This design comes from an exercise in tuning for small area on the open sky130 flow, not from production work.
The RTL was checked by simulation tests, not by an equivalence proof against the original design.
Power figures rest on the tool's default switching activity, not on a simulated workload.

## t2mi_pps_top
module t2mi_pps_top #(
    parameter int ticks_per_second = 100_000
) (
    input  logic        clk_100mhz,
    input  logic        rst_n_sync,
    input  logic        t2mi_valid,
    input  logic [7:0]  t2mi_data,
    input  logic        t2mi_sync,
    input  logic        ext_pps_in,
    input  logic [26:0] cable_delay,
    input  logic [26:0] antenna_delay,
    output logic        pps_out,
    output logic [39:0] time_seconds,
    output logic [26:0] time_subseconds,
    output logic        time_valid,
    output logic        sync_locked,
    output logic        ext_pps_locked,
    output logic [1:0]  active_source,
    output logic [7:0]  parser_error_count,
    output logic        led_sync,
    output logic        led_pps,
    output logic        led_error,
    output logic        led_ext_pps
);
export LEC_CHECK = 0
export CAP_MARGIN = 20
export CORE_MARGIN = 2
export CORE_UTILIZATION = 40
export CTS_BUF_LIST = sky130_fd_sc_hd__clkbuf_8
export CTS_CLUSTER_SIZE = 50
export PLACE_DENSITY = 0.5
export SLEW_MARGIN = 20
create_clock -name core_clock -period 10.0 [get_ports {clk_100mhz}]
standard.sh (not shown) runs the stock make flow with config.mk's settings and CLKGATE_MAP_FILE= SYNTH_SCRIPT=/design/flow/synth_recipe.tcl, a recipe that flattens the netlist after the stock synthesis.
==> flow/flow/run.sh <==
#!/bin/bash
# Own layout flow:
#   1. the standard synthesis (standard.sh), unchanged;
#   2. its combinational logic re-mapped by ABC for area (the flip-flops, their
#      names and cell types are kept exactly as the standard synthesis made them);
#   3. the standard layout of that netlist, with the smallest buffer on ports.
# Each tool's full output goes to a log file in the work folder.
set -euo pipefail
W=$(pwd)
R=$W/orfs/results/$FLOW_PLATFORM/t2mi_pps_top/base
YOSYS=$FLOW_HOME/../tools/install/yosys/bin/yosys
command -v yosys >/dev/null 2>&1 && YOSYS=$(command -v yosys)
LIB=$FLOW_HOME/platforms/$FLOW_PLATFORM/lib/sky130_fd_sc_hd__tt_025C_1v80.lib

bash standard.sh synth > flow_synth.log 2>&1
cp $R/1_2_yosys.v $W/std_synth.v

DU=$(sed -n '/DONT_USE_CELLS/,/^$/p' $FLOW_HOME/platforms/$FLOW_PLATFORM/config.mk \
     | grep -o 'sky130_fd_sc_hd__[a-z0-9_]*' | sed 's/^/-dont_use /' | tr '\n' ' ')
sed -e "s|@LIB@|$LIB|g" -e "s|@DU@|$DU|g" -e "s|@IN@|$W/std_synth.v|g" \
    -e "s|@OUT@|$W/remap_synth.v|g" -e "s|@ABC@|$W/flow/area.abc|g" \
    -e "s|@TOP@|$FLOW_TOP|g" flow/remap.ys > remap.ys
$YOSYS -l flow_remap.log -q remap.ys > /dev/null 2>&1

cp $W/remap_synth.v $R/1_2_yosys.v
touch $R/1_2_yosys.v
rm -f $R/1_synth.odb $R/1_synth.sdc

export BUFFER_PORTS_ARGS="-buffer_cell sky130_fd_sc_hd__buf_1"
export SKIP_REPAIR_TIE_FANOUT=1
export CTS_ARGS="-sink_clustering_enable -repair_clock_nets -sink_clustering_size 50 -buf_list sky130_fd_sc_hd__clkbuf_8 -dont_use_dummy_load"
bash standard.sh finish > flow_layout.log 2>&1
==> flow/flow/area.abc <==
strash
balance
rewrite
refactor
balance
rewrite
rewrite -z
balance
refactor -z
rewrite -z
balance
dch -f
amap
topo
==> flow/flow/remap.ys <==
# Re-map the standard synthesis's combinational logic for area.
read_liberty -ignore_miss_func -ignore_miss_dir @LIB@
read_verilog @IN@
hierarchy -top @TOP@
# flip-flops and tie cells stay as they are
setattr -mod -set keep_hierarchy 1 sky130_fd_sc_hd__df* sky130_fd_sc_hd__edf* sky130_fd_sc_hd__conb_1
flatten
opt_clean
abc -liberty @LIB@ @DU@ -script @ABC@
opt_clean -purge
hilomap -singleton -hicell sky130_fd_sc_hd__conb_1 HI -locell sky130_fd_sc_hd__conb_1 LO
splitnets
opt_clean -purge
blackbox sky130_fd_sc_hd__*
tee -o @OUT@.stat stat -liberty @LIB@
write_verilog -noattr -nohex -nodec @OUT@
The first run passed the timing, design-rule and antenna checks.
Rerun with:
--- a/flow/config.mk
+++ b/flow/config.mk
@@ -13 +12,0 @@
-export PLACE_DENSITY = 0.5
=> The new run passed the timing, design-rule and antenna checks. Clock power drops by about 1%. Global-route usage falls by 1.5 points. Power hardly moves. Worst setup slack is worse by 0.064 ns. Core utilization is higher by 0.11 points. Clock skew hardly moves. Maximum frequency falls by about 0.7%. Cell area is about the same. Via count goes down by 1.0%. Combinational power rises by about 1%. Area after synthesis does not change.
Rerun with:
--- a/flow/flow/run.sh
+++ b/flow/flow/run.sh
@@ -3,5 +3,9 @@
-#   1. the standard synthesis (standard.sh), unchanged;
-#   2. its combinational logic re-mapped by ABC for area (the flip-flops, their
-#      names and cell types are kept exactly as the standard synthesis made them);
-#   3. the standard layout of that netlist, with the smallest buffer on ports.
-# Each tool's full output goes to a log file in the work folder.
+#   1. the standard synthesis (standard.sh synth), unchanged;
+#   2. its combinational logic re-mapped by ABC for area (flow/remap.ys,
+#      flow/area.abc); the flip-flops, their names and cell types stay exactly
+#      as the standard synthesis made them;
+#   3. the standard layout of that netlist (standard.sh finish), with the
+#      smallest buffer (buf_1) on every port, one tie cell for the constant
+#      outputs instead of one per output, and clock tree synthesis without
+#      dummy load cells.
+# Each tool's full output goes to a log file of its own in the work folder.
--- a/flow/flow/area.abc
+++ b/flow/flow/area.abc
@@ -11,0 +12,17 @@
+resub -K 6
+rewrite
+resub -K 6 -N 2
+refactor
+resub -K 8
+balance
+resub -K 8 -N 2
+rewrite
+resub -K 10
+rewrite -z
+resub -K 10 -N 2
+balance
+resub -K 12
+refactor -z
+resub -K 12 -N 2
+rewrite -z
+balance
The new run passed the timing, design-rule and antenna checks. Critical path depth falls by 3. Setup slack gets worse by 0.057 ns. Total power rises by a few percent. Utilization rises by 0.44 points.

========
Another version of the RTL of t2mi_pps_top (not shown whole).
For scale: roughly 1100 cells after synthesis, ~150 I/O pins.
export LEC_CHECK = 0
export CAP_MARGIN = 20
export CORE_MARGIN = 2
export CORE_UTILIZATION = 40
export CTS_BUF_LIST = sky130_fd_sc_hd__clkbuf_8
export CTS_CLUSTER_SIZE = 50
export SLEW_MARGIN = 20
create_clock -name core_clock -period 10.0 [get_ports {clk_100mhz}]
run.sh (not shown) runs the stock make flow with config.mk's settings and CLKGATE_MAP_FILE= SYNTH_SCRIPT=/design/flow/synth_recipe.tcl, a recipe that flattens the netlist after the stock synthesis.
Stock flow here: none of the scripts above is used.
Rerun with:
- CTS_BUF_LIST: sky130_fd_sc_hd__clkbuf_8 -> not set
- CTS_CLUSTER_SIZE: 50 -> not set
The changed run completed without violations.
Die area does not change.
Global-route usage barely changes.
Wire length grows by 0.31%.
Non-clock buffer count is unchanged.
Sequential share of layout area came out lower by 0.54 points.

========
t2mi_pps_top, a different RTL version from the one above (not shown whole).
Size in the first run: roughly 150 I/O pins, ~0.0085 mm2 of cells after synthesis.
export LEC_CHECK = 0
export CAP_MARGIN = 20
export CORE_MARGIN = 2
export CORE_UTILIZATION = 40
export CTS_BUF_LIST = sky130_fd_sc_hd__clkbuf_8
export CTS_CLUSTER_SIZE = 50
export SLEW_MARGIN = 20
create_clock -name core_clock -period 10.0 [get_ports {clk_100mhz}]
standard.sh (not shown) runs the stock make flow with config.mk's settings and CLKGATE_MAP_FILE= SYNTH_SCRIPT=/design/flow/synth_recipe.tcl, a recipe that flattens the netlist after the stock synthesis.
==> flow/flow/run.sh <==
#!/bin/bash
# Own layout flow:
#   1. the standard synthesis (standard.sh), unchanged;
#   2. its combinational logic re-mapped by ABC for area (the flip-flops, their
#      names and cell types are kept exactly as the standard synthesis made them);
#   3. the standard layout of that netlist, with the smallest buffer on ports.
# Each tool's full output goes to a log file in the work folder.
set -euo pipefail
W=$(pwd)
R=$W/orfs/results/$FLOW_PLATFORM/t2mi_pps_top/base
YOSYS=$FLOW_HOME/../tools/install/yosys/bin/yosys
command -v yosys >/dev/null 2>&1 && YOSYS=$(command -v yosys)
LIB=$FLOW_HOME/platforms/$FLOW_PLATFORM/lib/sky130_fd_sc_hd__tt_025C_1v80.lib

bash standard.sh synth > flow_synth.log 2>&1
cp $R/1_2_yosys.v $W/std_synth.v

DU=$(sed -n '/DONT_USE_CELLS/,/^$/p' $FLOW_HOME/platforms/$FLOW_PLATFORM/config.mk \
     | grep -o 'sky130_fd_sc_hd__[a-z0-9_]*' | sed 's/^/-dont_use /' | tr '\n' ' ')
sed -e "s|@LIB@|$LIB|g" -e "s|@DU@|$DU|g" -e "s|@IN@|$W/std_synth.v|g" \
    -e "s|@OUT@|$W/remap_synth.v|g" -e "s|@ABC@|$W/flow/area.abc|g" \
    -e "s|@TOP@|$FLOW_TOP|g" flow/remap.ys > remap.ys
$YOSYS -l flow_remap.log -q remap.ys > /dev/null 2>&1

cp $W/remap_synth.v $R/1_2_yosys.v
touch $R/1_2_yosys.v
rm -f $R/1_synth.odb $R/1_synth.sdc

export BUFFER_PORTS_ARGS="-buffer_cell sky130_fd_sc_hd__buf_1"
export SKIP_REPAIR_TIE_FANOUT=1
export CTS_ARGS="-sink_clustering_enable -repair_clock_nets -sink_clustering_size 50 -buf_list sky130_fd_sc_hd__clkbuf_8 -dont_use_dummy_load"
bash standard.sh finish > flow_layout.log 2>&1
==> flow/flow/area.abc <==
strash
balance
rewrite
refactor
balance
rewrite
rewrite -z
balance
refactor -z
rewrite -z
balance
dch -f
amap
topo
Scripts as last shown in full above: flow/flow/remap.ys
Change:
--- a/flow/flow/run.sh
+++ b/flow/flow/run.sh
@@ -29,4 +29,2 @@
 export BUFFER_PORTS_ARGS="-buffer_cell sky130_fd_sc_hd__buf_1"
-export SKIP_REPAIR_TIE_FANOUT=1
-export CTS_ARGS="-sink_clustering_enable -repair_clock_nets -sink_clustering_size 50 -buf_list sky130_fd_sc_hd__clkbuf_8 -dont_use_dummy_load"
 bash standard.sh finish > flow_layout.log 2>&1
Combinational power barely changes.
Cell count rose by 1.9%.
Global-route usage rose by 0.18 points.
Worst hold slack improved by 0.0077 ns.
Via count is about the same.
Power rose by 8.0%.
Final area rose by 1.9%.
Flip-flop and latch count does not change.
Wire length rose by 0.35%.
Synthesized cell count stays the same.

-- afterwards: timing with drivers on the ports --
How much do the figures lean on ideal ports? The routed layouts below were timed once more, with nothing changed but the port constraints.
Step 1: set_driving_cell puts a clkbuf_16 on clk_100mhz and a buf_2 on each other input, an assumption about the parent block.
Step 2, shift: input delay + t, output delay - t, t = (earliest + latest rising clock arrival at the registers) / 2. This alone moves slack from input paths to output paths.
Three values: no drivers, after step 1, after step 2; two values: the first two.
run | shift t [ns] | setup WS [ns] | hold WS [ns] | latest minus earliest clock arrival (ns) | worst data-port slew with drivers (ns)
the first run of note 1 | 0.488 | 0.993 / 1.004 / 0.516 | 0.363 / 0.363 / 0.363 | 0.035 / 0.036 | 0.06
the second run of note 1 | 0.475 | 0.930 / 0.941 / 0.466 | 0.352 / 0.352 / 0.352 | 0.038 / 0.038 | 0.04
the third run of note 1 | 0.475 | 0.872 / 0.890 / 0.415 | 0.345 / 0.345 / 0.345 | 0.031 / 0.031 | 0.04
the first run of note 2 | 0.510 | 1.741 / 1.755 / 1.246 | 0.362 / 0.362 / 0.362 | 0.016 / 0.017 | 0.07
the second run of note 2 | 0.474 | 1.707 / 1.728 / 1.255 | 0.354 / 0.354 / 0.354 | 0.014 / 0.013 | 0.07
the first run of note 3 | 0.470 | 1.035 / 1.050 / 0.580 | 0.358 / 0.358 / 0.358 | 0.037 / 0.036 | 0.06
the second run of note 3 | 0.486 | 0.919 / 0.939 / 0.453 | 0.366 / 0.366 / 0.366 | 0.014 / 0.014 | 0.06
After both steps setup and hold are still met in every run listed. For the first run of note 2, which loses most, drivers alone change the setup slack by +0.014 ns; drivers and shift together by -0.495 ns.
